Optimization exercise on an open flow, not production practice.
RTL: at most simulated, not proved equivalent.
Power: default activity.

==> flow/run.sh <==
#!/bin/bash
# synth_recipe.tcl (not shown) runs the flow's synth.tcl, then flattens the netlist and writes it again
# the make line also repeats each setting of config.mk as NAME=value (left out here)
make -C /OpenROAD-flow-scripts/flow DESIGN_CONFIG=/design/flow/config.mk WORK_HOME=/design/flow/orfs CLKGATE_MAP_FILE= SYNTH_SCRIPT=/design/flow/synth_recipe.tcl finish
==> flow/config.mk <==
export PLATFORM = sky130hd
export DESIGN_NAME = led_matrix_pwm_scanner
export DESIGN_NICKNAME = led_matrix_pwm_scanner
export VERILOG_FILES = /design/flow/design.v
export SDC_FILE = /design/flow/constraint.sdc
export NUM_CORES = 4
export LEC_CHECK = 0
export CAP_MARGIN = 20
export CORE_MARGIN = 2
export CORE_UTILIZATION = 40
export CTS_CLUSTER_DIAMETER = 100
export CTS_CLUSTER_SIZE = 30
export SETUP_SLACK_MARGIN = 4.5
export SLEW_MARGIN = 20
export TNS_END_PERCENT = 0
==> flow/design.v <==
package lmps_pkg;
  localparam int COLUMNS_DEF  = 8;
  localparam int CHANNELS_DEF = 15;
  localparam int PIXELS_DEF   = 5;
  localparam int OP_W       = 2;
  localparam int COORD_W    = 3;
  localparam int BYTE_W     = 8;
  localparam int DRIVE_W    = 15;
  localparam int IN_DATA_W  = 32;
  localparam int OUT_DATA_W = 24;
  localparam logic [3:0] TICK_LAST = 4'd15;
  localparam logic [OP_W-1:0] OP_TICK  = 2'd0;
  localparam logic [OP_W-1:0] OP_WRITE = 2'd1;
  localparam logic [OP_W-1:0] OP_CLEAR = 2'd2;
  localparam logic [OP_W-1:0] OP_NOP   = 2'd3;
  localparam logic [1:0] ACT_NONE  = 2'd0;
  localparam logic [1:0] ACT_SHIFT = 2'd1;
  localparam logic [1:0] ACT_RESET = 2'd2;
endpackage
module lmps_ram #(
  parameter int COLUMNS = 8,
  parameter int PIXELS  = 5,
  parameter int PW      = 15
) (
  input  logic                       clk,
  input  logic                       rst,
  input  logic                       we,
  input  logic [2:0]                 wcol,
  input  logic [2:0]                 wpix,
  input  logic [PW-1:0]              wdata,
  input  logic                       clr,
  input  logic [COLUMNS-1:0]         rsel,
  output logic [PIXELS*PW-1:0]       rdata,
  output logic [PIXELS-1:0]          rvalid
);
  logic [PW-1:0]     mem [COLUMNS][PIXELS];
  logic [PIXELS-1:0] vld [COLUMNS];
  always_ff @(posedge clk) begin
    for (int c = 0; c < COLUMNS; c++) begin
      for (int p = 0; p < PIXELS; p++) begin
        if (we && wcol == 3'(c) && wpix == 3'(p)) begin
          mem[c][p] <= wdata;
        end
      end
    end
  end
  always_ff @(posedge clk) begin
    for (int c = 0; c < COLUMNS; c++) begin
      for (int p = 0; p < PIXELS; p++) begin
        if (rst || clr) begin
          vld[c][p] <= 1'b0;
        end else if (we && wcol == 3'(c) && wpix == 3'(p)) begin
          vld[c][p] <= 1'b1;
        end
      end
    end
  end
  always_comb begin
    rdata  = '0;
    rvalid = '0;
    for (int c = 0; c < COLUMNS; c++) begin
      for (int p = 0; p < PIXELS; p++) begin
        rdata[p*PW +: PW] = rdata[p*PW +: PW] | (mem[c][p] & {PW{rsel[c]}});
      end
      rvalid = rvalid | (vld[c] & {PIXELS{rsel[c]}});
    end
  end
endmodule
module lmps_enc (
  input  logic [7:0] s,
  output logic [4:0] code
);
  logic lo;
  logic hi;
  assign lo   = (s[7:4] == 4'd0);
  assign hi   = (s[7:4] == 4'd1) && (s[3:0] <= 4'd13);
  assign code = hi ? {1'b1, s[3:0] + 4'd1} :
                lo ? {1'b0, s[3:0]} : 5'd0;
endmodule
module lmps_seq (
  input  logic [4:0] code,
  input  logic [3:0] t,
  output logic       on_hold,
  output logic       on_tick
);
  logic [3:0] w;
  logic       lt;
  logic       eq;
  assign w  = code[3:0];
  assign eq = (t == w);
  assign lt = (!t[3] && w[3]) || ((t[3] == w[3]) &&
              ((!t[2] && w[2]) || ((t[2] == w[2]) &&
              ((!t[1] && w[1]) || ((t[1] == w[1]) &&
              (!t[0] && w[0]))))));
  assign on_tick = code[4] ^ lt;
  assign on_hold = code[4] ^ (lt || eq);
endmodule
module led_matrix_pwm_scanner #(
  parameter int COLUMNS  = lmps_pkg::COLUMNS_DEF,
  parameter int CHANNELS = lmps_pkg::CHANNELS_DEF
) (
  input  logic                              clk,
  input  logic                              rst,
  input  logic                              s_tvalid,
  output logic                              s_tready,
  input  logic [lmps_pkg::IN_DATA_W-1:0]    s_tdata,
  input  logic [lmps_pkg::OP_W-1:0]         s_tuser,
  output logic                              m_tvalid,
  input  logic                              m_tready,
  output logic [lmps_pkg::OUT_DATA_W-1:0]   m_tdata
);
  localparam int PIXELS = lmps_pkg::PIXELS_DEF;
  localparam int PW     = 15;
  localparam int RW     = lmps_pkg::DRIVE_W + 2;
  logic              in_rdy;
  logic              cmd_v;
  logic [1:0]        cmd_op;
  logic [2:0]        cmd_col;
  logic [2:0]        cmd_row;
  logic [PW-1:0]     cmd_pix;
  logic [PW-1:0]     in_pix;
  logic [3:0]        tick_pos;
  logic [COLUMNS-1:0] col_oh;
  logic [PIXELS*PW-1:0] snap;
  logic [PIXELS-1:0] snap_vld;
  logic [RW-1:0]     out_d;
  logic              rdy_int;
  logic              sk_v;
  logic [1:0]        sk_act;
  logic              exec;
  logic              is_tick;
  logic              reload;
  logic              do_write;
  logic              do_clear;
  logic [PIXELS*PW-1:0] col_data;
  logic [PIXELS-1:0] col_vld;
  logic [CHANNELS-1:0] drive;
  logic [1:0]        action;
  logic              cmd_v_nx;
  logic              sk_v_nx;
  assign s_tready = in_rdy;
  assign m_tdata  = {7'b0000000, out_d};
  assign rdy_int  = !(cmd_v && sk_v);
  assign exec     = cmd_v && !sk_v;
  assign is_tick  = exec && (cmd_op == lmps_pkg::OP_TICK);
  assign reload   = is_tick && (tick_pos == lmps_pkg::TICK_LAST);
  assign do_write = exec && (cmd_op == lmps_pkg::OP_WRITE);
  assign do_clear = exec && (cmd_op == lmps_pkg::OP_CLEAR);
  lmps_enc u_enc_b (.s(s_tdata[21:14]), .code(in_pix[4:0]));
  lmps_enc u_enc_r (.s(s_tdata[13:6]),  .code(in_pix[9:5]));
  lmps_enc u_enc_g (.s(s_tdata[29:22]), .code(in_pix[14:10]));
  lmps_ram #(
    .COLUMNS (COLUMNS),
    .PIXELS  (PIXELS),
    .PW      (PW)
  ) u_frame (
    .clk    (clk),
    .rst    (rst),
    .we     (do_write),
    .wcol   (cmd_col),
    .wpix   (cmd_row),
    .wdata  (cmd_pix),
    .clr    (do_clear),
    .rsel   (col_oh),
    .rdata  (col_data),
    .rvalid (col_vld)
  );
  for (genvar k = 0; k < CHANNELS; k++) begin : g_drive
    logic [4:0] fc;
    logic       on_hold;
    logic       on_tick;
    assign fc = col_data[5*k +: 5];
    lmps_seq u_cmp (
      .code    (snap[5*k +: 5]),
      .t       (tick_pos),
      .on_hold (on_hold),
      .on_tick (on_tick)
    );
    assign drive[k] = reload  ? (col_vld[k/3] && !fc[4] && (fc[3:0] != 4'd0)) :
                      is_tick ? (snap_vld[k/3] && on_tick)
                              : (snap_vld[k/3] && on_hold);
  end
  assign action = !reload   ? lmps_pkg::ACT_NONE :
                  col_oh[COLUMNS-1] ? lmps_pkg::ACT_RESET : lmps_pkg::ACT_SHIFT;
  assign cmd_v_nx = rdy_int ? s_tvalid : (cmd_v && !exec);
  assign sk_v_nx  = (!m_tvalid || m_tready) ? 1'b0 : (sk_v || exec);
  always_ff @(posedge clk) begin
    if (rst) begin
      cmd_v  <= 1'b0;
      in_rdy <= 1'b1;
    end else begin
      cmd_v  <= cmd_v_nx;
      in_rdy <= !(cmd_v_nx && sk_v_nx);
    end
  end
  always_ff @(posedge clk) begin
    if (rdy_int) begin
      cmd_op  <= s_tuser;
      cmd_col <= s_tdata[2:0];
      cmd_row <= s_tdata[5:3];
      cmd_pix <= in_pix;
    end
  end
  always_ff @(posedge clk) begin
    if (rst) begin
      tick_pos <= '0;
      col_oh   <= COLUMNS'(1);
      snap_vld <= '0;
    end else if (is_tick) begin
      tick_pos <= reload ? 4'd1 : tick_pos + 4'd1;
      if (reload) begin
        col_oh   <= {col_oh[COLUMNS-2:0], col_oh[COLUMNS-1]};
        snap_vld <= col_vld;
      end
    end
  end
  always_ff @(posedge clk) begin
    if (reload) begin
      snap <= col_data;
    end
  end
  always_ff @(posedge clk) begin
    if (rst) begin
      m_tvalid <= 1'b0;
      sk_v     <= 1'b0;
    end else begin
      m_tvalid <= (m_tvalid && !m_tready) || sk_v || exec;
      sk_v     <= sk_v_nx;
    end
  end
  always_ff @(posedge clk) begin
    if (!m_tvalid || m_tready) begin
      out_d <= {sk_v ? sk_act : action, drive};
    end
    if (exec) begin
      sk_act <= action;
    end
  end
endmodule
==> flow/constraint.sdc <==
create_clock -name core_clock -period 7.0 [get_ports {clk}]
set_input_delay 1.4000 -clock core_clock [delete_from_list [all_inputs] [get_ports {clk}]]
set_output_delay 1.4000 -clock core_clock [all_outputs]
set_load 0.01 [all_outputs]
==> results of run 1 <==
==> path summary, 6_finish.rpt <==
| kind | start | endpoint | slack [ps] | cells after the start |
|---|---|---|---|---|
| setup / recovery | out_d[11] | m_tdata[11] | 4390 | 1 |
| hold reg to reg | u_frame.vld[2][3] | u_frame.vld[2][3] | 480 | 1 |
| setup reg to reg | col_oh[2] | out_d[4] | 4410 | 5 |
| hold / removal | u_frame.vld[2][3] | u_frame.vld[2][3] | 480 | 1 |
==> cells by family after synthesis <==
family	after synthesis	share of synthesized area, %
xor+xnor	5	0.149
compound gates	478	11.9
simple gates	309	5.93
buf+inv	112	1.75
fa+ha+maj	70	2.97
flops	778	77.3
other cells	1	0.0127
==> flip-flops by register name, summed over array words and instances (netlist names), 3 cells and up <==
| name | count |
|---|---|
| cmd_col | 3 |
| cmd_pix | 15 |
| cmd_row | 3 |
| col_oh | 8 |
| out_d | 17 |
| snap | 75 |
| snap_vld | 5 |
| tick_pos | 4 |
| u_frame.mem | 600 |
| u_frame.vld | 40 |
==> cell usage in the layout, fill, tap and decap left out, types with 5 or more instances in the layout <==
cell type / count
o21a_1: 32
o21ai_0: 10
buf_4: 73
buf_6: 5
clkbuf_1: 21
a22oi_1: 320
a21boi_0: 6
a21oi_1: 42
a21o_1: 14
clkbuf_16: 30
nor4_1: 17
nor2_1: 74
dfxtp_4: 8
o211ai_1: 5
clkbuf_2: 14
dfxtp_1: 53
nand3_1: 12
nand4_1: 93
nand3b_1: 7
o2111ai_1: 5
nand2_1: 42
or3b_1: 14
ha_1: 70
conb_1: 7
and3b_1: 7
inv_1: 13
edfxtp_1: 717
clkdlybuf4s50_1: 35
nor3_1: 5
==> metrics by stage <==
stage	worst slack (ps)	power (uW)	instances	util, %	hold slack, ps
3_5_place_dp	3730	5290	2749	43.0	457
2_1_floorplan	4470	5210	1759	-	437
6_report	4390	7380	2816	44.5	482
5_1_grt	4330	7560	2816	44.5	499
4_1_cts	4280	7420	2809	44.4	484
3_3_place_gp	3790	5280	2749	43.0	447
==> where the power goes <==
part	leakage (uW)	switching, uW	internal [uW]
logic	0.00256	88.6	40.1
registers	0.00798	10.7	5040
clock network	0.000426	1350	845
total	0.0110	1450	5930
==> cell type report <==
type | count | area [um2]
clock buffer | 52 | 843
clock inverter | 4 | 50.0
fill | 6278 | 40500
inverter | 15 | 61.3
multi-input combinational | 869 | 6300
sequential | 778 | 22800
tap | 959 | 1200
timing repair buffer | 139 | 1210
==> routing by layer <==
metal | wire length (um) | track usage [%] | part of all wire [%]
met1 | 32300 | 27.4 | 42
met2 | 37200 | 34.2 | 49
met3 | 5550 | 2.08 | 7.3
met4 | 1580 | 4.17 | 2.1
met5 | 0 | 0 | 0
==> worst register-to-register path, delay by kind of cell (launching register included) <==
family                 cells  cell delay, ps
DFF                        1             720
and+or+nand+nor            2             840
AOI/OAI and AO/OA          2             330
buffers and inverters      1             480
==> what timing repair did <==
item / in CTS / in global routing
endpoints found under the hold margin: 0 / 0
endpoints found under the setup margin: 70 / 454
pin swaps: 0 / 0
buffers inserted: 4 / 7
gates resized for setup: 53 / 26
==> results_dict.tcl, run 1 <==
set metrics [dict create \
    row_count 99 \
    syn2layout_area_growth_pct 10.2 \
    synth_edf_count 717 \
    avgViaCountPerCell 5.99 \
    tns_ps 0 \
    h-tree-depth 1 \
    drt-total-wl_um 76600 \
    synth-async-reset-ratio_pct 0 \
    post-synth-top-count-cell "edfxtp_1" \
    grt_use_total_pct 19.8 \
    antenna_found_initial 1 \
    dp_hpwl_um 41000 \
    ys.flop_type "edfxtp_1" \
    vdd_ir_drop_max_mv 0.203 \
    first_pass_iters 5 \
    leakagePower_uw 0.0110 \
    crit_family "flip-flops" \
    die_h_um 275 \
    synth_area_mm2 0.0294 \
    dieArea_mm2 0.0758 \
    end_kind "output pin" \
    worstPathArrival_ps 1210 \
    gp_congestion 0.793 \
    fin_area_mm2 0.0324 \
    overflow 0 \
    cts.sinks 778 \
    finalCriticalPeriod_ps 2610 \
    slew_headroom_pct 32.2 \
    worst_pin_slew_ps 1020 \
    outcome "timing/DRC/antenna clean" \
    avgRoutedWirePerCell_um 27.2 \
    yosys-top-cells-area "edfxtp_1 (73%), a22oi_1 (8.2%), dfxtp_1 (4.1%)" \
    ys_ff_latch 778 \
    slowest_stage "edfxtp_1" \
    critical_path_buf_inv_count 1 \
    cp-start-kind "flip-flop" \
    drive_gt1_share_pct 8.89 \
    cts_made_buffers 30 \
    drc 0 \
    hold_violations 0 \
    yosysTopAreaCell "edfxtp_1" \
    coreArea_mm2 0.0730 \
    drtIter0Drc 2034 \
    portBuffers 54 \
    cts.reportedPaths.clkPinSlew_ps 120 \
    skew_ps 29.0 \
    synth.top_cells.by_count "edfxtp_1 (717), a22oi_1 (320), nand4_1 (93), nor2_1 (74), ha_1 (70)" \
    die_x_um 275 \
    period_share_pct 37.3 \
    clk_latency_ps 650 \
    drv_cap 0 \
    synth_top_area_share_pct 73.1 \
    rsz0062_at_grt "yes" \
    synth_cells 1753 \
    clk_path_buf_depth 3 \
    antenna_cells 0 \
    grt_pass1_wl_um 110000 \
    yosys_warnings 4 \
    vias 16900 \
    root_buffer "clkbuf_16" \
    path_max_fanout 1 \
    grt_pass1_vias 16500 \
    finalSetupViolations 0 \
    syn_area_per_cell_um2 16.8 \
    ys_types 62 \
    critical_path.max_stage_delay_ps 400 \
    path_class "reg2out" \
    critPathRequiredTime_ps 5600 \
    hp-class "reg2reg" \
    placed_cell_area_mm2 0.0314 \
    io_pins 64 \
    ant_nets 0 \
    ys_seq_area_share_pct 77.3 \
    maxSlewViolCount 0 \
    ctsHoldBuffers 0 \
    initial_core_util_pct 40.4 \
    powerDensity_mw_per_mm2 227 \
    worstPathCellList "buf_2" \
    grt_max_degree 62 \
    nets 1941 \
    fmax_mhz 383 \
    cts_tree "yes" \
]
Testbench counts, summed over its fixed seeds: cycles 12,016, items 12,000.
==> run 2: changes to the inputs <==
--- a/flow/config.mk
+++ b/flow/config.mk
@@ -9,3 +9,3 @@
 export CORE_MARGIN = 2
-export CORE_UTILIZATION = 40
+export CORE_UTILIZATION = 45
 export CTS_CLUSTER_DIAMETER = 100
==> run 2 against run 1 <==
  * Count of clock-buffer cells in the layout is 3 higher
  * Non-clock buffer count is 5 lower
  * Critical endpoint is now m_tdata[9]
  * Global-route usage is 1.9 points higher
  * Register-to-register slack lost 100 ps
  * Sequential share of layout area increased by 0.22 points
  * Flip-flop and latch count is the same
  * Wire length is 2.5% lower
  * Critical path type unchanged
  * Sequential power barely moved
  * Via count decreased by 1.3%
  * Highest routed layer unchanged
  * Worst setup slack got worse by 130 ps
  * Critical path depth unchanged
==> results_dict.tcl, run 2 <==
set metrics [dict create \
    vias 16600 \
    worstPathCellList "buf_2" \
    fin_area_mm2 0.0323 \
    pre_cts_ws_ps 3740 \
    grt_pass1_vias 16200 \
    hp-class "reg2reg" \
    nets 1936 \
    largest-register "u_frame.mem" \
    yosysTopAreaCell "edfxtp_1" \
    hold_violations 0 \
    vdd_ir_drop_max_mv 0.186 \
    syn_area_per_cell_um2 16.8 \
    dpl.cell_count 2645 \
    period_share_pct 39.1 \
    finalCriticalPeriod_ps 2740 \
    overflow 0 \
    worstPathArrival_ps 1340 \
    ant_nets 0 \
    yosys_warnings 4 \
    drtIter0Drc 2007 \
    slew_headroom_pct 41.2 \
    outcome "timing/DRC/antenna clean" \
    coreArea_mm2 0.0646 \
    synth_top_area_share_pct 73.1 \
    cts_made_buffers 30 \
    avgRoutedWirePerCell_um 27.6 \
    top_regs "u_frame.mem (600), snap (75), u_frame.vld (40)" \
    drt-total-wl_um 74700 \
    synth_area_mm2 0.0294 \
    r2r_slack_ps 4310 \
    post-synth-top-count-cell "edfxtp_1" \
    synth.top_cells.by_count "edfxtp_1 (717), a22oi_1 (320), nand4_1 (93), nor2_1 (74), ha_1 (70)" \
    maxSlewViolCount 0 \
    io_pins 64 \
    path_class "reg2out" \
    final_common_cell "edfxtp_1" \
    final_cell_mix "edfxtp_1 (717), a22oi_1 (320), nand4_1 (93)" \
    fmax_mhz 365 \
    antenna_found_initial 2 \
    finalSetupViolations 0 \
    yosys-top-cells-area "edfxtp_1 (73%), a22oi_1 (8.2%), dfxtp_1 (4.1%)" \
    synth_edf_count 717 \
    synth-async-reset-ratio_pct 0 \
    grt_pass1_wl_um 107000 \
    initial_core_util_pct 45.6 \
    p_total_uw 7390 \
    grt_use_total_pct 21.7 \
    placed_cell_area_mm2 0.0312 \
    crit_family "flip-flops" \
    skew_ps 36.9 \
    gp_congestion 0.749 \
    first_pass_iters 6 \
    synth_cells 1753 \
    path_max_fanout 1 \
    largest_register_ffs 600 \
    drc 0 \
    drv_cap 0 \
    grt_max_degree 66 \
    rsz0062_at_grt "yes" \
    ctsHoldBuffers 0 \
    root_buffer "clkbuf_16" \
    cts_tree "yes" \
    row_count 93 \
    setup_slack_ps 4260 \
    critical_path.max_stage_delay_ps 510 \
    cts.reportedPaths.clkPinSlew_ps 110 \
    syn2layout_area_growth_pct 9.85 \
    ys_seq_area_share_pct 77.3 \
    dieArea_mm2 0.0675 \
    die_h_um 260 \
    worstHoldStart "u_frame.vld[1][3]" \
    slowest_stage "edfxtp_1" \
    avgViaCountPerCell 6.14 \
    clk_latency_ps 640 \
    critPathRequiredTime_ps 5600 \
    ys_types 62 \
    ys.flop_type "edfxtp_1" \
    end_kind "output pin" \
    h-tree-depth 1 \
    portBuffers 54 \
    critical_path_buf_inv_count 1 \
    stdcell_count 2709 \
    startpoint "out_d[9]" \
    leakagePower_uw 0.0110 \
    powerDensity_mw_per_mm2 228 \
    dp_hpwl_um 39800 \
    ys_ff_latch 778 \
    clk_path_buf_depth 3 \
    cts.sinks 778 \
    r2r_start "col_oh[1]" \
    die_x_um 260 \
    drive_gt1_share_pct 7.40 \
    worst_pin_slew_ps 881 \
    cp-start-kind "flip-flop" \
    tns_ps 0 \
]
run 2: cell counts after synthesis:
No cell type changed its count.
run 2: per-stage QoR:
stage,hold slack (ps),util (%)
after floorplan,437,-
after global placement,447,48.4
after detailed placement,454,48.4
after CTS,480,49.9
after global routing,495,50.1
final,483,50.1
run 2: path summary, 6_finish.rpt:
path,to,cells after the start
max,m_tdata[9],1
min,u_frame.vld[1][3],1
max reg2reg,out_d[4],5
min reg2reg,u_frame.vld[1][3],1
run 2: metal layers:
metal / part of all wire, % / track usage [%] / vias to the layer above
met5: 0 / 0 / -
met1: 42 / 30.7 / 8543
met2: 49 / 36.9 / 688
met3: 7.5 / 2.07 / 83
met4: 1.6 / 4.44 / 0
li1: - / - / 7318
run 2: final cells by class:
class / count / area, um2
Tap cell: 855 / 1070
Clock buffer: 55 / 887
Inverter: 15 / 68.8
Timing Repair Buffer: 134 / 1250
Clock inverter: 1 / 30.0
Multi-Input combinational cell: 869 / 6250
Sequential cell: 778 / 22800
Fill cell: 5278 / 32200
Antenna cell: 2 / 5.00
run 2: kinds of logic (layout without fill, tap and decap cells):
kind of cell,Yosys count,count (layout),share of synthesized area [%]
AOI/OAI and AO/OA,478,478,11.9
and+or+nand+nor,309,309,5.93
xor gates and xnor gates,5,5,0.149
DFF,778,778,77.3
adders and majority gates,70,70,2.97
buffers and inverters,112,205,1.75
other,1,9,0.0127
run 2: what timing repair did:
item / in CTS / in global routing
setup endpoints to repair: 156 / 303
gates resized for setup: 37 / 13
pin swaps: 0 / 0
hold endpoints to repair: 0 / 0
buffers inserted: 3 / 3
run 2: power breakdown:
part	switching (uW)	internal, uW	leakage (uW)
Clock	1340	876	0.000433
Sequential	10.7	5040	0.00798
Combinational	87.6	40.2	0.00257
Total	1430	5960	0.0110
==> run 3: changes to the inputs <==
--- a/flow/design.v
+++ b/flow/design.v
@@ -231,3 +231,5 @@
   always_ff @(posedge clk) begin
-    if (!m_tvalid || m_tready) begin
+    if (rst) begin
+      out_d <= '0;
+    end else if (!m_tvalid || m_tready) begin
       out_d <= {sk_v ? sk_act : action, drive};
--- a/flow/config.mk
+++ b/flow/config.mk
@@ -9,6 +9,6 @@
 export CORE_MARGIN = 2
-export CORE_UTILIZATION = 45
+export CORE_UTILIZATION = 40
 export CTS_CLUSTER_DIAMETER = 100
 export CTS_CLUSTER_SIZE = 30
-export SETUP_SLACK_MARGIN = 4.5
+export SETUP_SLACK_MARGIN = 4.6
 export SLEW_MARGIN = 20
==> run 3 against run 2 <==
  * Combinational power hardly changed
  * Via count is 0.22% higher
  * Synthesized cell count is 1.1% higher
  * Sequential share of layout area is 0.53 points lower
  * Register-to-register slack better by 260 ps
  * Total power is 1.6% lower
==> results_dict.tcl, run 3 <==
set metrics [dict create \
    outcome "timing/DRC/antenna clean" \
    dieArea_mm2 0.0753 \
    grt_pass1_wl_um 108000 \
    root_buffer "clkbuf_16" \
    multiInputGateArea_mm2 0.00623 \
    grt_pass1_vias 16600 \
    gp_congestion 0.784 \
    p_sw_share_pct 19.2 \
    r2r_slack_ps 4570 \
    fill_cells 6245 \
    crit_family "flip-flops" \
    p_comb_share_pct 1.8 \
    worstHoldStart "u_frame.vld[0][3]" \
    leakagePower_uw 0.0109 \
    min_to "u_frame.vld[0][3]" \
    p_seq_share_pct 69.2 \
    power.switching_uw 1400 \
    drive_gt1_share_pct 10.2 \
    slew_headroom_pct 33.1 \
    die_x_um 274 \
    synth_top_area_share_pct 71.9 \
    whs_path_depth 1 \
    top_regs "u_frame.mem (600), snap (75), u_frame.vld (40)" \
    period_share_pct 36.4 \
    worstPathArrival_ps 1150 \
    grt_max_degree 53 \
    rr_endpoint "out_d[5]" \
    finalCriticalPeriod_ps 2550 \
    critical_path.max_stage_delay_ps 400 \
    synth.top_cells.by_count "edfxtp_1 (700), a22oi_1 (320), nand4_1 (94), nor2_1 (89), dfxtp_1 (78)" \
    ctsHoldBuffers 0 \
    first_pass_iters 5 \
    tns_ps 0 \
    path_class "reg2out" \
    largest_register_ffs 600 \
    coreArea_mm2 0.0727 \
    cp-start-kind "flip-flop" \
    critPathRequiredTime_ps 5600 \
    critical_path_buf_inv_count 1 \
    p_total_uw 7270 \
    pwr-share-clk_pct 29.0 \
    row_count 99 \
    ys_ff_latch 778 \
    regArea_mm2 0.0226 \
    nets 1970 \
    critical_path_depth 1 \
    drv_cap 0 \
    cts_tree "yes" \
    synth-async-reset-ratio_pct 0 \
    whs_ps 479 \
    synth_area_mm2 0.0292 \
    stdcell_count 2844 \
    powerDensity_mw_per_mm2 225 \
    yosysTopAreaCell "edfxtp_1" \
    drtIter0Drc 1643 \
    rr_worst_depth 6 \
    vdd_ir_drop_max_mv 0.148 \
    portBuffers 54 \
    ant_nets 0 \
    syn2layout_area_growth_pct 10.8 \
    final_cell_mix "edfxtp_1 (700), a22oi_1 (320), nand4_1 (94)" \
    end_kind "output pin" \
    ys.flop_type "edfxtp_1" \
    synth_cells 1772 \
    slowest_stage "dfxtp_2" \
    r2r_start "col_oh[2]" \
    power.internal_uw 5880 \
    fmax_mhz 393 \
    maxSlewViolCount 0 \
    post-synth-top-count-cell "edfxtp_1" \
    cts_made_buffers 29 \
    yosys-top-cells-area "edfxtp_1 (72%), a22oi_1 (8.2%), dfxtp_1 (5.3%)" \
    die_h_um 274 \
    clk_path_buf_depth 3 \
    hp-class "reg2reg" \
    vias 16700 \
    drt-total-wl_um 75100 \
    worst_pin_slew_ps 1000 \
    finalSetupViolations 0 \
    final_util_pct 44.6 \
    path_max_fanout 2 \
    dp_hpwl_um 39500 \
    dpl.cell_count 2762 \
    initial_core_util_pct 40.2 \
    ys_seq_area_share_pct 77.2 \
    h-tree-depth 1 \
    largest-register "u_frame.mem" \
    skew_ps 25.7 \
    cts.sinks 778 \
    synth_edf_count 700 \
    io_pins 64 \
    avgRoutedWirePerCell_um 26.4 \
    final_common_cell "edfxtp_1" \
    syn_area_per_cell_um2 16.5 \
    overflow 0 \
    grt_use_total_pct 19.6 \
    cts.reportedPaths.clkPinSlew_ps 110 \
    worstPathCellList "buf_6" \
    ys_types 50 \
    yosys_warnings 4 \
    rsz0062_at_grt "yes" \
    drc 0 \
    avgViaCountPerCell 5.86 \
    clk_latency_ps 630 \
    hold_violations 0 \
    antenna_found_initial 0 \
]
run 3: worst max path at each step:
stage                           start          end  slack (ps)
after floorplan           s_tdata[22]  cmd_pix[11]        4580
after global placement    s_tdata[22]  cmd_pix[11]        3890
after detailed placement  s_tdata[22]  cmd_pix[11]        3810
after CTS                    out_d[9]   m_tdata[9]        4440
after global routing         out_d[9]   m_tdata[9]        4430
final                       out_d[10]  m_tdata[10]        4450
run 3: final cells by class:
cell class | instances | share of cell area (%)
sequential | 778 | 69.9
multi-input combinational | 880 | 19.2
timing repair buffer | 151 | 4.31
tap | 959 | 3.70
clock buffer | 53 | 2.55
inverter | 22 | 0.305
antenna | 1 | 0.00772
run 3: per-stage QoR:
stage          worst slack (ps)  area (um2)
3_3_place_gp               3890       31200
4_1_cts                    4440       32200
6_report                   4450       32400
2_1_floorplan              4580       29300
3_5_place_dp               3810       31200
5_1_grt                    4430       32400
run 3: power groups by stage:
stage | combinational [uW] | clock [uW] | sequential [uW]
floorplan | 39.6 | 0 | 5160
global placement | 121 | 0 | 5140
detailed placement | 127 | 0 | 5140
CTS | 127 | 2140 | 5040
global route | 140 | 2300 | 5040
finish | 130 | 2110 | 5040
run 3: logic make-up after synthesis:
| kind of cell | Yosys count | synth area share, % |
|---|---|---|
| AOI/OAI and AO/OA | 492 | 12.4 |
| xor gates and xnor gates | 4 | 0.120 |
| adders and majority gates | 70 | 3.00 |
| buffers and inverters | 120 | 1.70 |
| DFF | 778 | 77.2 |
| other | 1 | 0.0128 |
| and+or+nand+nor | 307 | 5.57 |
run 3: worst register-to-register path, cell delays in order (launching register included):
cell and delay [ps]:
dfxtp_4 700, buf_4 550, a22oi_1 180, and4_1 320, nor3_1 190, o41ai_1 120, a311oi_1 270
run 3: timing repair:
| item | in CTS | in global routing |
|---|---|---|
| endpoints found under the setup margin | 718 | 639 |
| setup buffers | 14 | 14 |
| resized for setup | 113 | 16 |
run 3: routing by layer:
layer,vias to the layer above,track usage (%),wire (um)
li1,7375,-,-
met1,8636,26.2,31900
met2,576,34.2,36900
met3,81,2.61,4880
met4,0,4.20,1360
met5,-,0,0
Testbench counts of run 3, summed over its fixed seeds: cycles 12,016, items 12,000.
==> run 4: changes to the inputs <==
--- a/flow/config.mk
+++ b/flow/config.mk
@@ -12,3 +12,3 @@
 export CTS_CLUSTER_SIZE = 30
-export SETUP_SLACK_MARGIN = 4.6
+export SETUP_SLACK_MARGIN = 5.0
 export SLEW_MARGIN = 20
==> run 4 against run 3 <==
  * Still clean on timing, DRC and antenna
  * Clock power is essentially flat
  * Total power about the same
  * Hold slack worse by 1.6 ps
  * Combinational power grew 8%
  * Critical endpoint is now m_tdata[11]
==> results_dict.tcl, run 4 <==
set metrics [dict create \
    outcome "timing/DRC/antenna clean" \
    dp_hpwl_um 39600 \
    r2r_slack_ps 4580 \
    synth.top_cells.by_count "edfxtp_1 (700), a22oi_1 (320), nand4_1 (94), nor2_1 (89), dfxtp_1 (78)" \
    die_x_um 274 \
    rr_worst_depth 4 \
    drtIter0Drc 1737 \
    p_seq_share_pct 69.3 \
    pwr-share-clk_pct 28.8 \
    cts.reportedPaths.clkPinSlew_ps 110 \
    critPathRequiredTime_ps 5600 \
    r2r_start "cmd_op[1]" \
    hold_violations 0 \
    drv_cap 0 \
    critical_path_buf_inv_count 1 \
    cts_tree "yes" \
    cp-start-kind "flip-flop" \
    end_kind "output pin" \
    portBuffers 54 \
    drive_gt1_share_pct 12.2 \
    clk_latency_ps 630 \
    crit_family "flip-flops" \
    power.switching_uw 1400 \
    worstPathArrival_ps 1130 \
    dieArea_mm2 0.0753 \
    pre_cts_ws_ps 3540 \
    stdcell_count 2838 \
    initial_core_util_pct 40.2 \
    coreArea_mm2 0.0727 \
    clk_path_buf_depth 3 \
    slowest_stage "dfxtp_4" \
    h-tree-depth 1 \
    worstHoldStart "u_frame.vld[7][3]" \
    syn_area_per_cell_um2 16.5 \
    ys.flop_type "edfxtp_1" \
    hp-class "reg2reg" \
    p_sw_share_pct 19.2 \
    largest-register "u_frame.mem" \
    ys_ff_latch 778 \
    drc 0 \
    synth-async-reset-ratio_pct 0 \
    overflow 0 \
    ant_nets 0 \
    path_max_fanout 2 \
    rr_endpoint "snap[62]" \
    root_buffer "clkbuf_16" \
    io_pins 64 \
    top_regs "u_frame.mem (600), snap (75), u_frame.vld (40)" \
    cts.sinks 778 \
    worst_pin_slew_ps 1050 \
    gp_congestion 0.785 \
    whs_path_depth 1 \
    row_count 99 \
    synth_edf_count 700 \
    grt_pass1_vias 16500 \
    synth_area_mm2 0.0292 \
    grt_pass1_wl_um 109000 \
    ctsHoldBuffers 0 \
    avgViaCountPerCell 5.89 \
    period_share_pct 36.2 \
    path_class "reg2out" \
    setup_slack_ps 4470 \
    ys_types 50 \
    nets 1965 \
    finalCriticalPeriod_ps 2530 \
    yosys-top-cells-area "edfxtp_1 (72%), a22oi_1 (8.2%), dfxtp_1 (5.3%)" \
    synth_cells 1772 \
    antenna_found_initial 0 \
    tns_ps 0 \
    power.internal_uw 5870 \
    cts_made_buffers 29 \
    vias 16700 \
    synth_top_area_share_pct 71.9 \
    syn2layout_area_growth_pct 12.2 \
    final_cell_mix "edfxtp_1 (700), a22oi_1 (320), nand4_1 (94)" \
    drt-total-wl_um 75300 \
    grt_use_total_pct 19.7 \
    leakagePower_uw 0.0110 \
    skew_ps 18.9 \
    maxSlewViolCount 0 \
    avgRoutedWirePerCell_um 26.5 \
    slew_headroom_pct 30.2 \
    dpl.cell_count 2747 \
    yosys_warnings 4 \
    critical_path_depth 1 \
    fmax_mhz 395 \
    critical_path.max_stage_delay_ps 400 \
    die_h_um 274 \
    powerDensity_mw_per_mm2 222 \
    finalSetupViolations 0 \
    grt_max_degree 51 \
    min_to "u_frame.vld[7][3]" \
    yosysTopAreaCell "edfxtp_1" \
    first_pass_iters 6 \
    worstPathCellList "buf_6" \
    post-synth-top-count-cell "edfxtp_1" \
    ys_seq_area_share_pct 77.2 \
    rsz0062_at_grt "yes" \
    vdd_ir_drop_max_mv 0.186 \
    largest_register_ffs 600 \
    p_comb_share_pct 1.9 \
    final_common_cell "edfxtp_1" \
]
-- run 4: cell counts after synthesis --
No cell type changed its count.
-- run 4: metal layers --
layer  global-route usage (%)  part of all wire (%)  up-vias
met3                     2.24                   6.5       89
met2                     33.6                    49      626
met4                     3.93                   1.8        0
met1                     27.2                    43     8622
met5                        0                     0        -
li1                         -                     -     7370
-- run 4: timing repair --
action | in CTS | in global routing
setup endpoints to repair | 851 | 786
cloned | 0 | 0
buffers inserted | 33 | 5
pin swaps | 19 | 0
gates resized for setup | 138 | 17
-- run 4: power by group through the flow --
stage / sequential (uW) / clock [uW] / combinational, uW
3_5_place_dp: 5140 / 0 / 136
2_1_floorplan: 5160 / 0 / 44.4
5_1_grt: 5040 / 2280 / 151
3_3_place_gp: 5140 / 0 / 130
4_1_cts: 5040 / 2130 / 139
6_report: 5040 / 2090 / 140
-- run 4: kinds of logic after synthesis --
family          Yosys count  share of synthesized area (%)
xor+xnor                  4                          0.120
flops                   778                           77.2
other cells               1                         0.0128
buf+inv                 120                           1.70
simple gates            307                           5.57
fa+ha+maj                70                           3.00
compound gates          492                           12.4
-- run 4: stage by stage --
step / area, um2 / hold slack [ps] / power (uW) / util, %
6_report: 32800 / 477 / 7270 / 45.1
3_5_place_dp: 31200 / 454 / 5280 / 43.0
3_3_place_gp: 31200 / 447 / 5270 / 42.9
2_1_floorplan: 29400 / 441 / 5200 / -
5_1_grt: 32800 / 492 / 7470 / 45.1
4_1_cts: 32700 / 479 / 7300 / 45.0
-- run 4: worst max-delay path by stage --
| stage | start | slack, ps | end |
|---|---|---|---|
| 6_report | out_d[11] | 4470 | m_tdata[11] |
| 5_1_grt | out_d[10] | 4450 | m_tdata[10] |
| 4_1_cts | out_d[14] | 4450 | m_tdata[14] |
| 3_5_place_dp | cmd_v | 3540 | u_frame.mem[16][3] |
| 3_3_place_gp | cmd_v | 3600 | u_frame.mem[18][11] |
| 2_1_floorplan | s_tdata[23] | 4690 | cmd_pix[11] |
-- run 4: area by class of cell --
cell class                 instances  area, um2
tap                              959       1200
sequential                       778      22600
inverter                          22        125
clock buffer                      52        822
fill                            6187      39900
multi-input combinational        880       6490
antenna                            1       2.50
timing repair buffer             146       1530
==> run 5: changes to the inputs <==
--- a/flow/config.mk
+++ b/flow/config.mk
@@ -12,3 +12,3 @@
 export CTS_CLUSTER_SIZE = 30
-export SETUP_SLACK_MARGIN = 5.0
+export SETUP_SLACK_MARGIN = 4.85
 export SLEW_MARGIN = 20
==> run 5 against run 4 <==
  * Now fails the layout checks on antenna violations
  * Largest cell class unchanged
  * Die area did not move
  * Final cell count rose by 0.11%
  * Combinational power fell by 8%
  * Clock power rose by 6%
  * Sequential share of layout area rose by 0.76 points
  * First-iteration DRC count fell by 1.9%
  * Synthesized cell count did not move
  * Global-route usage fell by 0.62 points
  * Area after synthesis did not move
==> results_dict.tcl, run 5 <==
set metrics [dict create \
    violations "antenna violations" \
    cts_made_buffers 30 \
    top_regs "u_frame.mem (600), snap (75), u_frame.vld (40)" \
    outcome "failed layout checks" \
    final_common_cell "edfxtp_1" \
    synth_top_area_share_pct 71.9 \
    fmax_mhz 394 \
    ys_seq_area_share_pct 77.2 \
    yosys-top-cells-area "edfxtp_1 (72%), a22oi_1 (8.2%), dfxtp_1 (5.3%)" \
    dieArea_mm2 0.0753 \
    period_share_pct 36.2 \
    worstPathArrival_ps 1140 \
    synth_area_mm2 0.0292 \
    ant_nets 1 \
    ys_types 50 \
    io_pins 64 \
    final_cell_mix "edfxtp_1 (700), a22oi_1 (320), nand4_1 (94)" \
    placed_cell_area_mm2 0.0312 \
    gp_congestion 0.790 \
    vias 16600 \
    ys.flop_type "edfxtp_1" \
    crit_family "flip-flops" \
    clk_latency_ps 630 \
    root_buffer "clkbuf_16" \
    slowest_stage "dfxtp_4" \
    slew_headroom_pct 30.4 \
    first_pass_iters 5 \
    antenna_found_initial 1 \
    fin_area_mm2 0.0325 \
    yosys_warnings 4 \
    fill_cells 6210 \
    cts.sinks 778 \
    grt_max_degree 51 \
    synth_cells 1772 \
    finalCriticalPeriod_ps 2540 \
    overflow 0 \
    finalSetupViolations 0 \
    row_count 99 \
    post-synth-top-count-cell "edfxtp_1" \
    whs_ps 479 \
    leakagePower_uw 0.0110 \
    hp-class "reg2reg" \
    synth.top_cells.by_count "edfxtp_1 (700), a22oi_1 (320), nand4_1 (94), nor2_1 (89), dfxtp_1 (78)" \
    path_max_fanout 2 \
    worst_pin_slew_ps 1040 \
    grt_pass1_vias 16400 \
    hold_violations 0 \
    drt-total-wl_um 72800 \
    vdd_ir_drop_max_mv 0.174 \
    skew_ps 15.2 \
    grt_use_total_pct 19.0 \
    cts.reportedPaths.clkPinSlew_ps 110 \
    die_h_um 274 \
    yosysTopAreaCell "edfxtp_1" \
    coreArea_mm2 0.0727 \
    cp-start-kind "flip-flop" \
    dp_hpwl_um 38900 \
    drtIter0Drc 1704 \
    synth_edf_count 700 \
    grt_pass1_wl_um 105000 \
    syn2layout_area_growth_pct 11.0 \
    nets 1962 \
    h-tree-depth 1 \
    drv_cap 0 \
    die_x_um 274 \
    rsz0062_at_grt "yes" \
    critical_path.max_stage_delay_ps 400 \
    worstPathCellList "buf_6" \
    ys_ff_latch 778 \
    cts_tree "yes" \
    largest-register "u_frame.mem" \
    largest_register_ffs 600 \
    critPathRequiredTime_ps 5600 \
    p_total_uw 7390 \
    avgViaCountPerCell 5.86 \
    drive_gt1_share_pct 10.2 \
    drc 0 \
    maxSlewViolCount 0 \
    synth-async-reset-ratio_pct 0 \
    avgRoutedWirePerCell_um 25.6 \
    critical_path_buf_inv_count 1 \
    syn_area_per_cell_um2 16.5 \
    tns_ps 0 \
    ctsHoldBuffers 0 \
    initial_core_util_pct 40.2 \
    portBuffers 54 \
    powerDensity_mw_per_mm2 228 \
    end_kind "output pin" \
    path_class "reg2out" \
    clk_path_buf_depth 3 \
]
-- run 5: layout make-up --
type / count / area, um2 / area share, %
Inverter: 22 / 103 / 0.316
Antenna cell: 5 / 12.5 / 0.0385
Tap cell: 959 / 1200 / 3.70
Clock buffer: 51 / 872 / 2.69
Timing Repair Buffer: 141 / 1310 / 4.02
Multi-Input combinational cell: 881 / 6260 / 19.3
Clock inverter: 4 / 62.6 / 0.193
Sequential cell: 778 / 22600 / 69.8
-- run 5: routing by layer --
| metal | track usage [%] | up-vias | share of wire (%) |
|---|---|---|---|
| met5 | 0 | - | 0 |
| met3 | 2.52 | 78 | 7.3 |
| li1 | - | 7360 | - |
| met1 | 25.1 | 8616 | 41 |
| met4 | 3.43 | 0 | 1.4 |
| met2 | 33.9 | 593 | 50 |
-- run 5: what timing repair did --
| action | 4_1_cts | 5_1_grt |
|---|---|---|
| endpoints found under the setup margin | 795 | 783 |
| cloned | 1 | 0 |
| buffers inserted | 14 | 5 |
| resized for setup | 123 | 17 |
| pin swaps | 1 | 1 |
-- run 5: power breakdown --
| group | switching (uW) | leakage (uW) | internal [uW] | total (uW) |
|---|---|---|---|---|
| Combinational | 88.2 | 0.00259 | 40.7 | 129 |
| Sequential | 11.0 | 0.00793 | 5020 | 5040 |
| Clock | 1320 | 0.000448 | 907 | 2220 |
-- run 5: final timing paths --
| check | from | endpoint | slack (ps) | depth (start not counted) |
|---|---|---|---|---|
| setup reg to reg | cmd_v | u_frame.mem[18][9] | 4580 | 5 |
| setup / recovery | out_d[9] | m_tdata[9] | 4460 | 1 |
| hold / removal | u_frame.vld[4][4] | u_frame.vld[4][4] | 480 | 1 |
| hold reg to reg | u_frame.vld[4][4] | u_frame.vld[4][4] | 480 | 1 |
-- run 5: worst register-to-register path, stage by stage, from the launching register on --
cell and delay (ps):
dfxtp_1 440, nor2b_4 360, nor4b_4 420, nand3_1 350, nor2_1 190, buf_4 320
-- run 5: cells by family (layout without fill, tap and decap cells) --
kind of cell / after synthesis / after routing / synth area share (%)
other: 1 / 12 / 0.0128
flip-flops: 778 / 778 / 77.2
XOR/XNOR: 4 / 4 / 0.120
AO/OA/AOI/OAI: 492 / 492 / 12.4
buffers and inverters: 120 / 218 / 1.70
AND/OR/NAND/NOR: 307 / 308 / 5.57
adder cells (fa/ha/maj): 70 / 70 / 3.00
-- run 5: per-stage QoR --
step                      utilization [%]  setup WS [ps]  instances
after CTS                            44.5           4450       2831
final                                44.6           4460       2841
after global routing                 44.6           4430       2836
after floorplan                         -           4630       1778
after detailed placement             42.9           3250       2761
after global placement               42.9           3320       2761
==> run 6: changes to the inputs <==
--- a/flow/config.mk
+++ b/flow/config.mk
@@ -12,3 +12,3 @@
 export CTS_CLUSTER_SIZE = 30
-export SETUP_SLACK_MARGIN = 4.85
+export SETUP_SLACK_MARGIN = 4.5
 export SLEW_MARGIN = 20
==> run 6 against run 5 <==
  * Now clean on timing, DRC and antenna
  * Non-clock buffer count fell by 2
  * Critical path depth did not move
  * Clock power fell by 5%
  * First-iteration DRC count fell by 3.6%
  * Flip-flop and latch count did not move
  * Via count fell by 0.20%
  * Wire length rose by 2.5%
  * Critical path type unchanged
==> results_dict.tcl, run 6 <==
set metrics [dict create \
    outcome "timing/DRC/antenna clean" \
    clk_latency_ps 630 \
    root_buffer "clkbuf_16" \
    drt-total-wl_um 74600 \
    crit_family "flip-flops" \
    die_x_um 274 \
    antenna_cells 0 \
    leakagePower_uw 0.0108 \
    grt_use_met1_pct 26.2 \
    final_common_cell "edfxtp_1" \
    synth_top_area_share_pct 71.9 \
    largest-register "u_frame.mem" \
    post-synth-top-count-cell "edfxtp_1" \
    h-tree-depth 1 \
    tns_ps 0 \
    avgRoutedWirePerCell_um 26.4 \
    cp-start-kind "flip-flop" \
    dieArea_mm2 0.0753 \
    largest_register_ffs 600 \
    nets 1958 \
    synth_area_mm2 0.0292 \
    critPathRequiredTime_ps 5600 \
    powerDensity_mw_per_mm2 226 \
    grt_pass1_vias 16600 \
    synth-async-reset-ratio_pct 0 \
    row_count 99 \
    synth_cells 1772 \
    synth.top_cells.by_count "edfxtp_1 (700), a22oi_1 (320), nand4_1 (94), nor2_1 (89), dfxtp_1 (78)" \
    gp_congestion 0.784 \
    grt_pass1_wl_um 108000 \
    critical_path_buf_inv_count 1 \
    slowest_stage "dfxtp_1" \
    grt_max_degree 53 \
    drv_cap 0 \
    syn2layout_area_growth_pct 9.97 \
    cts_tree "yes" \
    slew_headroom_pct 27.0 \
    drtIter0Drc 1642 \
    drive_gt1_share_pct 8.92 \
    critical_path.max_stage_delay_ps 340 \
    hold_violations 0 \
    final_cell_mix "edfxtp_1 (700), a22oi_1 (320), nand4_1 (94)" \
    grt_use_total_pct 19.6 \
    grt_use_met3_pct 2.59 \
    hp-class "reg2reg" \
    r2r_slack_ps 4450 \
    drc 0 \
    worstPathCellList "clkdlybuf4s15_1" \
    rsz0062_at_grt "yes" \
    whs_ps 478 \
    ys_seq_area_share_pct 77.2 \
    ys_ff_latch 778 \
    gr-max-usage-layer "met2" \
    first_pass_iters 5 \
    coreArea_mm2 0.0727 \
    portBuffers 54 \
    finalSetupViolations 0 \
    cts.sinks 778 \
    vias 16600 \
    avgViaCountPerCell 5.87 \
    end_kind "output pin" \
    overflow 0 \
    fmax_mhz 386 \
    clk_path_buf_depth 3 \
    initial_core_util_pct 40.2 \
    path_max_fanout 2 \
    top_regs "u_frame.mem (600), snap (75), u_frame.vld (40)" \
    dp_hpwl_um 39500 \
    ys.flop_type "edfxtp_1" \
    ys_types 50 \
    use_met2_pct 34.2 \
    cts.reportedPaths.clkPinSlew_ps 110 \
    io_pins 64 \
    yosys-top-cells-area "edfxtp_1 (72%), a22oi_1 (8.2%), dfxtp_1 (5.3%)" \
    worst_pin_slew_ps 1090 \
    maxSlewViolCount 0 \
    die_h_um 274 \
    worstPathArrival_ps 1190 \
    ant_nets 0 \
    yosys_warnings 4 \
    antenna_found_initial 1 \
    syn_area_per_cell_um2 16.5 \
    path_class "reg2out" \
    skew_ps 23.8 \
    cts_made_buffers 29 \
    vdd_ir_drop_max_mv 0.147 \
    yosysTopAreaCell "edfxtp_1" \
    period_share_pct 37.0 \
    finalCriticalPeriod_ps 2590 \
    synth_edf_count 700 \
]
[run 6: final timing paths]
check                        endpoint  cells past startpoint              start
setup / recovery          m_tdata[15]                      1          out_d[15]
hold / removal      u_frame.vld[7][2]                      1  u_frame.vld[7][2]
setup reg to reg  u_frame.mem[17][14]                      5              cmd_v
hold reg to reg     u_frame.vld[7][2]                      1  u_frame.vld[7][2]
[run 6: through the flow]
stage	utilization [%]	area (um2)	setup slack [ps]	power, uW	cells
finish	44.2	32200	4410	7270	2831
global route	44.2	32200	4350	7470	2831
CTS	44.2	32100	4320	7310	2824
detailed placement	42.8	31200	3810	5270	2762
global placement	42.8	31200	3890	5260	2762
floorplan	-	29300	4580	5200	1778
[run 6: repair_timing]
action / 4_1_cts / 5_1_grt
buffers inserted: 9 / 7
resized for setup: 52 / 36
setup endpoints to repair: 577 / 437
hold buffers: 0 / 0
[run 6: logic make-up (layout without fill, tap and decap cells)]
| kind of cell | after synthesis | in the layout | share of synthesized area (%) |
|---|---|---|---|
| flops | 778 | 778 | 77.2 |
| buf+inv | 120 | 214 | 1.70 |
| simple gates | 307 | 307 | 5.57 |
| fa+ha+maj | 70 | 70 | 3.00 |
| compound gates | 492 | 492 | 12.4 |
| other cells | 1 | 7 | 0.0128 |
| xor+xnor | 4 | 4 | 0.120 |
[run 6: area by class of cell]
cell class | instances | area [um2]
multi-input combinational | 880 | 6210
tap | 959 | 1200
clock buffer | 53 | 826
fill | 6267 | 40600
timing repair buffer | 139 | 1190
sequential | 778 | 22600
inverter | 22 | 91.3
[run 6: power by group]
part,internal (uW),total [uW],switching [uW]
clock network,808,2110,1300
logic,38.1,125,86.8
registers,5020,5040,11.5
total,5870,7270,1400
[run 6: metal layers]
metal	up-vias	wire (um)	share of wire [%]
met2	562	36800	49
met4	2	1280	1.7
li1	7348	-	-
met5	-	13	0.017
met1	8614	31600	42
met3	87	4950	6.6
==> run 7: changes to the inputs <==
--- a/flow/config.mk
+++ b/flow/config.mk
@@ -11,3 +11,3 @@
 export CTS_CLUSTER_DIAMETER = 100
-export CTS_CLUSTER_SIZE = 30
+export CTS_CLUSTER_SIZE = 26
 export SETUP_SLACK_MARGIN = 4.5
==> run 7 against run 6 <==
  * Worst setup slack got worse by 11 ps
  * Count of clock-buffer cells in the layout increased by 10
  * Sequential power about the same
  * Global-route usage increased by 0.14 points
  * Wire length about the same
  * Design area increased by 0.83%
  * Flip-flop and latch count unchanged
  * Sequential share of layout area decreased by 0.61 points
  * Fmax decreased by 0.42%
  * Die area unchanged
  * Hold slack got worse by 2.1 ps
  * First-iteration DRC count increased by 0.37%
  * Largest power group unchanged
  * Highest routed layer is now met4
==> results_dict.tcl, run 7 <==
set metrics [dict create \
    outcome "timing/DRC/antenna clean" \
    pwr-share-clk_pct 31.3 \
    worstPathCellList "clkdlybuf4s15_1" \
    grt_max_degree 53 \
    power.switching_uw 1440 \
    final_cell_mix "edfxtp_1 (700), a22oi_1 (320), nand4_1 (94)" \
    grt_pass1_wl_um 108000 \
    grt_pass1_vias 16600 \
    die_x_um 274 \
    top_regs "u_frame.mem (600), snap (75), u_frame.vld (40)" \
    critical_path_depth 1 \
    coreArea_mm2 0.0727 \
    syn_area_per_cell_um2 16.5 \
    fill_cells 6234 \
    p_comb_share_pct 1.7 \
    ys_seq_area_share_pct 77.2 \
    power.internal_uw 6080 \
    synth_top_area_share_pct 71.9 \
    worst_pin_slew_ps 1070 \
    powerDensity_mw_per_mm2 232 \
    drtIter0Drc 1648 \
    h-tree-depth 2 \
    path_max_fanout 2 \
    clk_path_buf_depth 3 \
    slowest_stage "dfxtp_2" \
    cts.reportedPaths.clkPinSlew_ps 100 \
    largest-register "u_frame.mem" \
    rsz0062_at_grt "yes" \
    root_buffer "clkbuf_16" \
    largest_register_ffs 600 \
    finalCriticalPeriod_ps 2600 \
    end_kind "output pin" \
    path_class "reg2out" \
    drv_cap 0 \
    first_pass_iters 6 \
    dieArea_mm2 0.0753 \
    portBuffers 54 \
    post-synth-top-count-cell "edfxtp_1" \
    ys.flop_type "edfxtp_1" \
    drc 0 \
    syn2layout_area_growth_pct 10.9 \
    drt-total-wl_um 74700 \
    vias 16700 \
    hold_violations 0 \
    period_share_pct 37.1 \
    ys_ff_latch 778 \
    r2r_slack_ps 4490 \
    io_pins 64 \
    overflow 0 \
    antenna_found_initial 0 \
    tns_ps 0 \
    dp_hpwl_um 39500 \
    synth_edf_count 700 \
    yosysTopAreaCell "edfxtp_1" \
    synth_cells 1772 \
    critical_path_buf_inv_count 1 \
    finalSetupViolations 0 \
    cts_tree "yes" \
    row_count 99 \
    fin_area_mm2 0.0324 \
    vdd_ir_drop_max_mv 0.156 \
    rr_worst_depth 4 \
    synth-async-reset-ratio_pct 0 \
    initial_core_util_pct 40.2 \
    yosys_warnings 4 \
    slew_headroom_pct 28.9 \
    final_common_cell "edfxtp_1" \
    synth_area_mm2 0.0292 \
    pre_cts_ws_ps 3810 \
    placed_cell_area_mm2 0.0312 \
    r2r_start "cmd_op[1]" \
    clk_latency_ps 580 \
    nets 1963 \
    leakagePower_uw 0.0109 \
    synth.top_cells.by_count "edfxtp_1 (700), a22oi_1 (320), nand4_1 (94), nor2_1 (89), dfxtp_1 (78)" \
    grt_use_total_pct 19.7 \
    avgRoutedWirePerCell_um 26.3 \
    fmax_mhz 385 \
    hp-class "reg2reg" \
    avgViaCountPerCell 5.88 \
    worstPathArrival_ps 1200 \
    maxSlewViolCount 0 \
    cts.sinks 778 \
    yosys-top-cells-area "edfxtp_1 (72%), a22oi_1 (8.2%), dfxtp_1 (5.3%)" \
    cts_made_buffers 35 \
    ys_types 50 \
    critPathRequiredTime_ps 5600 \
    p_seq_share_pct 67.0 \
    p_sw_share_pct 19.1 \
    setup_slack_ps 4400 \
    die_h_um 274 \
    cp-start-kind "flip-flop" \
    critical_path.max_stage_delay_ps 380 \
    gp_congestion 0.784 \
    rr_endpoint "snap[42]" \
    startpoint "out_d[12]" \
    skew_ps 14.5 \
    crit_family "flip-flops" \
    endpoint "m_tdata[12]" \
    drive_gt1_share_pct 8.56 \
    ant_nets 0 \
    p_total_uw 7520 \
]
[run 7: how the worst min path moves through the flow]
stage	from	endpoint	slack [ps]	depth (start not counted)
global placement	u_frame.vld[4][1]	u_frame.vld[4][1]	450	1
floorplan	u_frame.vld[1][2]	u_frame.vld[1][2]	440	1
finish	u_frame.vld[5][2]	u_frame.vld[5][2]	480	1
detailed placement	u_frame.vld[5][1]	u_frame.vld[5][1]	450	1
CTS	u_frame.vld[5][1]	u_frame.vld[5][1]	480	1
global route	u_frame.vld[0][3]	u_frame.vld[0][3]	490	1
[run 7: kinds of logic (layout without fill, tap and decap cells)]
family | Yosys count | in the layout | share of synthesized area (%)
compound gates | 492 | 492 | 12.4
simple gates | 307 | 307 | 5.57
fa+ha+maj | 70 | 70 | 3.00
flops | 778 | 778 | 77.2
buf+inv | 120 | 223 | 1.70
xor+xnor | 4 | 4 | 0.120
other cells | 1 | 8 | 0.0128
[run 7: metrics by stage]
stage / cells / util, % / hold WS (ps)
2_1_floorplan: 1778 / - / 441
3_3_place_gp: 2762 / 42.8 / 447
3_5_place_dp: 2762 / 42.8 / 454
4_1_cts: 2834 / 44.5 / 477
5_1_grt: 2840 / 44.6 / 486
6_report: 2841 / 44.6 / 476
[run 7: timing repair]
item | CTS | global route
endpoints found under the hold margin | 0 | 0
gates resized for setup | 35 | 29
setup buffers | 9 | 6
hold buffers | 0 | 0
endpoints found under the setup margin | 560 | 438
[run 7: layout make-up]
type | instances | area, um2 | area share (%)
diodes | 1 | 2.50 | 0.00772
clock buffers | 63 | 1030 | 3.19
inverters | 22 | 91.3 | 0.282
multi-input cells | 880 | 6220 | 19.2
flip-flops and latches | 778 | 22600 | 69.8
well taps | 959 | 1200 | 3.70
repair buffers | 138 | 1250 | 3.87
[run 7: power by group through the flow]
stage | Clock [uW] | Sequential (uW) | Combinational (uW)
2_1_floorplan | 0 | 5160 | 39.6
3_3_place_gp | 0 | 5140 | 121
3_5_place_dp | 0 | 5140 | 127
4_1_cts | 2410 | 5040 | 125
5_1_grt | 2550 | 5040 | 136
6_report | 2360 | 5040 | 125
[run 7: routing by layer]
metal | vias up | GRT usage (%) | wire (um)
li1 | 7364 | - | -
met1 | 8638 | 26.0 | 30900
met2 | 596 | 34.3 | 37100
met3 | 95 | 3.26 | 5430
met4 | 0 | 4.39 | 1260
met5 | - | 0 | 0
==> run 8: changes to the inputs <==
--- a/flow/config.mk
+++ b/flow/config.mk
@@ -10,5 +10,5 @@
 export CORE_UTILIZATION = 40
-export CTS_CLUSTER_DIAMETER = 100
-export CTS_CLUSTER_SIZE = 26
-export SETUP_SLACK_MARGIN = 4.5
+export CTS_CLUSTER_DIAMETER = 150
+export CTS_CLUSTER_SIZE = 30
+export SETUP_SLACK_MARGIN = 4.75
 export SLEW_MARGIN = 20
==> run 8 against run 7 <==
  * Critical path depth did not move
  * Die area is the same
  * Count of clock-buffer cells in the layout shrank 10
  * Critical path type unchanged
  * Critical endpoint is now m_tdata[9]
  * Largest power group unchanged
==> results_dict.tcl, run 8 <==
set metrics [dict create \
    critPathRequiredTime_ps 5600 \
    ys_ff_latch 778 \
    gp_congestion 0.790 \
    outcome "timing/DRC/antenna clean" \
    cts.reportedPaths.clkPinSlew_ps 110 \
    fmax_mhz 395 \
    final_util_pct 44.3 \
    ys.flop_type "edfxtp_1" \
    yosysTopAreaCell "edfxtp_1" \
    dieArea_mm2 0.0753 \
    antenna_cells 0 \
    hp-class "reg2reg" \
    maxSlewViolCount 0 \
    synth_fa_ha_area_share_pct 3.00 \
    synth.top_cells.by_count "edfxtp_1 (700), a22oi_1 (320), nand4_1 (94), nor2_1 (89), dfxtp_1 (78)" \
    p_total_uw 7270 \
    dp_hpwl_um 38900 \
    synthSimpleGateAreaFrac_pct 5.57 \
    avgRoutedWirePerCell_um 25.7 \
    synth.area.mux_share_pct 0 \
    final_cell_mix "edfxtp_1 (700), a22oi_1 (320), nand4_1 (94)" \
    clk_latency_ps 630 \
    syn_area_per_cell_um2 16.5 \
    grt_pass1_vias 16300 \
    drc 0 \
    slew_headroom_pct 32.0 \
    avgViaCountPerCell 5.86 \
    initial_core_util_pct 40.2 \
    h-tree-depth 1 \
    power.internal_uw 5870 \
    ctsHoldBuffers 0 \
    synth-async-reset-ratio_pct 0 \
    fill_cells 6247 \
    grt_pass1_wl_um 105000 \
    hold_violations 0 \
    portBuffers 54 \
    critical_path.max_stage_delay_ps 380 \
    top_regs "u_frame.mem (600), snap (75), u_frame.vld (40)" \
    synth_top_family_by_area "compound AO/OA/AOI/OAI gates" \
    worstPathCellList "buf_6" \
    largest_register_ffs 600 \
    powerDensity_mw_per_mm2 225 \
    crit_family "flip-flops" \
    finalCriticalPeriod_ps 2530 \
    tns_ps 0 \
    cts_made_buffers 29 \
    overflow 0 \
    cts.sinks 778 \
    p_comb_share_pct 1.8 \
    yosys-top-cells-area "edfxtp_1 (72%), a22oi_1 (8.2%), dfxtp_1 (5.3%)" \
    synth_area_mm2 0.0292 \
    placed_cell_area_mm2 0.0312 \
    die_x_um 274 \
    vias 16600 \
    grt_use_total_pct 18.9 \
    pwr-share-clk_pct 29.0 \
    largest-register "u_frame.mem" \
    synth_top_area_share_pct 71.9 \
    ys_seq_area_share_pct 77.2 \
    synth-xor-area-share_pct 0.120 \
    cts_tree "yes" \
    drive_gt1_share_pct 9.73 \
    skew_ps 18.7 \
    coreArea_mm2 0.0727 \
    fin_area_mm2 0.0322 \
    row_count 99 \
    ys_types 50 \
    slowest_stage "dfxtp_4" \
    p_sw_share_pct 19.2 \
    grt_max_degree 51 \
    rsz0062_at_grt "yes" \
    cp-start-kind "flip-flop" \
    first_pass_iters 5 \
    synth_compound_area_share_pct 12.4 \
    synth_cells 1772 \
    power.switching_uw 1400 \
    end_kind "output pin" \
    p_seq_share_pct 69.3 \
    io_pins 64 \
    drv_cap 0 \
    drtIter0Drc 1549 \
    post-synth-top-count-cell "edfxtp_1" \
    ant_nets 0 \
    finalSetupViolations 0 \
    clk_path_buf_depth 3 \
    vdd_ir_drop_max_mv 0.130 \
    syn2layout_area_growth_pct 10.3 \
    worstPathArrival_ps 1130 \
    nets 1957 \
    path_max_fanout 2 \
    yosys_warnings 4 \
    final_common_cell "edfxtp_1" \
    synth_edf_count 700 \
    die_h_um 274 \
    critical_path_buf_inv_count 1 \
    antenna_found_initial 1 \
    worst_pin_slew_ps 1020 \
    root_buffer "clkbuf_16" \
    period_share_pct 36.2 \
    leakagePower_uw 0.0108 \
    path_class "reg2out" \
    drt-total-wl_um 72600 \
]
[run 8: metal layers]
| layer | wire length (um) | GRT usage, % | share of wire, % | vias to the layer above |
|---|---|---|---|---|
| li1 | - | - | - | 7348 |
| met1 | 30400 | 24.9 | 42 | 8541 |
| met2 | 36200 | 33.5 | 50 | 590 |
| met3 | 4830 | 2.55 | 6.7 | 93 |
| met4 | 1180 | 3.80 | 1.6 | 0 |
| met5 | 0 | 0 | 0 | - |
[run 8: cell type report]
type	instances	area (um2)	share of cell area (%)
inverters	22	103	0.318
well taps	959	1200	3.72
multi-input cells	881	6260	19.4
repair buffers	137	1220	3.78
clock buffers	53	826	2.56
flip-flops and latches	778	22600	70.2
[run 8: repair_timing]
action / in CTS / in global routing
setup endpoints to repair: 776 / 732
gates cloned: 1 / 0
pin swaps: 1 / 1
resized for setup: 120 / 11
buffers inserted: 10 / 5
[run 8: final timing paths]
kind,to,from,cells after the start,slack (ps)
setup / recovery,m_tdata[9],out_d[9],1,4470
hold / removal,u_frame.vld[4][4],u_frame.vld[4][4],1,480
setup reg to reg,u_frame.mem[17][10],cmd_v,5,4570
hold reg to reg,u_frame.vld[4][4],u_frame.vld[4][4],1,480
[run 8: metrics by stage]
step	hold slack [ps]	worst slack, ps	cells
after global placement	447	3320	2761
after global routing	494	4410	2830
after detailed placement	454	3250	2761
final	480	4470	2830
after CTS	480	4440	2825
after floorplan	441	4630	1778
[run 8: power groups by stage]
stage / Combinational, uW / Sequential, uW / Clock (uW)
detailed placement: 127 / 5140 / 0
floorplan: 40.0 / 5160 / 0
global route: 139 / 5040 / 2290
finish: 128 / 5040 / 2110
CTS: 128 / 5040 / 2140
global placement: 122 / 5140 / 0
[run 8: cells by family (layout without fill, tap and decap cells)]
group | Yosys count | count (layout)
AOI/OAI and AO/OA | 492 | 492
xor gates and xnor gates | 4 | 4
adders and majority gates | 70 | 70
buffers and inverters | 120 | 212
DFF | 778 | 778
other | 1 | 7
and+or+nand+nor | 307 | 308
==> run 9: changes to the inputs <==
--- a/flow/config.mk
+++ b/flow/config.mk
@@ -10,4 +10,4 @@
 export CORE_UTILIZATION = 40
-export CTS_CLUSTER_DIAMETER = 150
-export CTS_CLUSTER_SIZE = 30
+export CTS_CLUSTER_DIAMETER = 70
+export CTS_CLUSTER_SIZE = 45
 export SETUP_SLACK_MARGIN = 4.75
==> run 9 against run 8 <==
  * Still clean
  * Worst setup slack gained 49 ps
  * Clock skew grew 9.7 ps
  * Flip-flop and latch count is the same
  * Hold slack lost 2.8 ps
  * Core utilization grew 1.0 points
  * Wire length grew 1.2%
  * Fmax grew 2.0%
  * Area after synthesis is the same
  * Non-clock buffer count grew 12
==> results_dict.tcl, run 9 <==
set metrics [dict create \
    syn2layout_area_growth_pct 12.8 \
    slew_headroom_pct 34.3 \
    cts.reportedPaths.clkPinSlew_ps 110 \
    synth-async-reset-ratio_pct 0 \
    maxSlewViolCount 0 \
    yosysTopAreaCell "edfxtp_1" \
    startpoint "out_d[6]" \
    setup_slack_ps 4520 \
    final_common_cell "edfxtp_1" \
    synth_edf_count 700 \
    coreArea_mm2 0.0727 \
    use_met2_pct 33.9 \
    vias 16700 \
    worst_pin_slew_ps 986 \
    avgViaCountPerCell 5.84 \
    portBuffers 54 \
    row_count 99 \
    gr-max-usage-layer "met2" \
    final_cell_mix "edfxtp_1 (700), a22oi_1 (320), nand4_1 (94)" \
    outcome "timing/DRC/antenna clean" \
    leakagePower_uw 0.0112 \
    fmax_mhz 403 \
    drv_cap 0 \
    top_regs "u_frame.mem (600), snap (75), u_frame.vld (40)" \
    clk_latency_ps 600 \
    cts.sinks 778 \
    placed_cell_area_mm2 0.0312 \
    critical_path.max_stage_delay_ps 380 \
    path_max_fanout 2 \
    ant_nets 0 \
    antenna_found_initial 1 \
    ys_seq_area_share_pct 77.2 \
    dieArea_mm2 0.0753 \
    fin_area_mm2 0.0330 \
    first_pass_iters 6 \
    die_x_um 274 \
    worstHoldStart "u_frame.vld[4][4]" \
    tns_ps 0 \
    grt_use_met3_pct 3.07 \
    end_kind "output pin" \
    syn_area_per_cell_um2 16.5 \
    path_class "reg2out" \
    drive_gt1_share_pct 12.1 \
    worstPathArrival_ps 1080 \
    p_total_uw 7930 \
    final_util_pct 45.4 \
    grt_pass1_wl_um 106000 \
    hold_violations 0 \
    cts_tree "yes" \
    critPathRequiredTime_ps 5600 \
    grt_pass1_vias 16500 \
    crit_family "flip-flops" \
    root_buffer "clkbuf_16" \
    die_h_um 274 \
    hp-class "reg2reg" \
    synth.top_cells.by_count "edfxtp_1 (700), a22oi_1 (320), nand4_1 (94), nor2_1 (89), dfxtp_1 (78)" \
    overflow 0 \
    rsz0062_at_grt "yes" \
    largest_register_ffs 600 \
    grt_use_met1_pct 25.1 \
    nets 1975 \
    yosys-top-cells-area "edfxtp_1 (72%), a22oi_1 (8.2%), dfxtp_1 (5.3%)" \
    cts_made_buffers 35 \
    synth_top_area_share_pct 71.9 \
    post-synth-top-count-cell "edfxtp_1" \
    ys_types 50 \
    period_share_pct 35.4 \
    finalCriticalPeriod_ps 2480 \
    ys.flop_type "edfxtp_1" \
    critical_path_buf_inv_count 1 \
    largest-register "u_frame.mem" \
    grt_max_degree 51 \
    gp_congestion 0.790 \
    synth_cells 1772 \
    yosys_warnings 4 \
    ys_ff_latch 778 \
    cp-start-kind "flip-flop" \
    initial_core_util_pct 40.2 \
    ctsHoldBuffers 0 \
    pre_cts_ws_ps 3250 \
    worstPathCellList "buf_6" \
    r2r_start "col_oh[1]" \
    vdd_ir_drop_max_mv 0.208 \
    grt_use_total_pct 19.2 \
    dp_hpwl_um 38900 \
    powerDensity_mw_per_mm2 240 \
    finalSetupViolations 0 \
    clk_path_buf_depth 3 \
    drtIter0Drc 1794 \
    drc 0 \
    synth_area_mm2 0.0292 \
    slowest_stage "dfxtp_4" \
    skew_ps 28.3 \
    avgRoutedWirePerCell_um 25.7 \
    h-tree-depth 2 \
    drt-total-wl_um 73400 \
    io_pins 64 \
]
==> run 9: where the power goes <==
| part | internal [uW] | switching, uW |
|---|---|---|
| combinational | 42.2 | 88.6 |
| sequential | 5020 | 11.3 |
| clock | 1230 | 1530 |
| total | 6300 | 1630 |
==> run 9: metal layers <==
layer | wire length (um) | share of wire (%)
met1 | 30400 | 41
met3 | 5110 | 7.0
met4 | 1170 | 1.6
met2 | 36800 | 50
met5 | 0 | 0
==> run 9: cell type report <==
cell class,instances,area (um2)
fill,6147,39700
sequential,778,22700
multi-input combinational,881,6260
timing repair buffer,149,1390
tap,959,1200
clock buffer,41,993
clock inverter,22,378
inverter,22,110
antenna,1,2.50
==> run 9: final timing paths <==
path         slack (ps)  cells past startpoint                end
min reg2reg         480                      1  u_frame.vld[4][4]
min                 480                      1  u_frame.vld[4][4]
max                4520                      1         m_tdata[6]
max reg2reg        4600                      6          out_d[11]
==> run 9: stage by stage <==
stage               cells  hold WS, ps
floorplan            1778          441
global placement     2761          447
detailed placement   2761          454
CTS                  2840          479
global route         2852          493
finish               2853          477
==> run 9: repair_timing <==
item / CTS / global route
buffers inserted: 15 / 12
gates cloned: 1 / 0
gates resized for setup: 124 / 20
setup endpoints to repair: 781 / 739
pin swaps: 1 / 1
==> run 9: kinds of logic (layout without fill, tap and decap cells) <==
family          Yosys count  count (layout)  share of synthesized area [%]
flops                   778             778                           77.2
compound gates          492             492                           12.4
simple gates            307             308                           5.57
buf+inv                 120             234                           1.70
fa+ha+maj                70              70                           3.00
xor+xnor                  4               4                          0.120
other cells               1               8                         0.0128
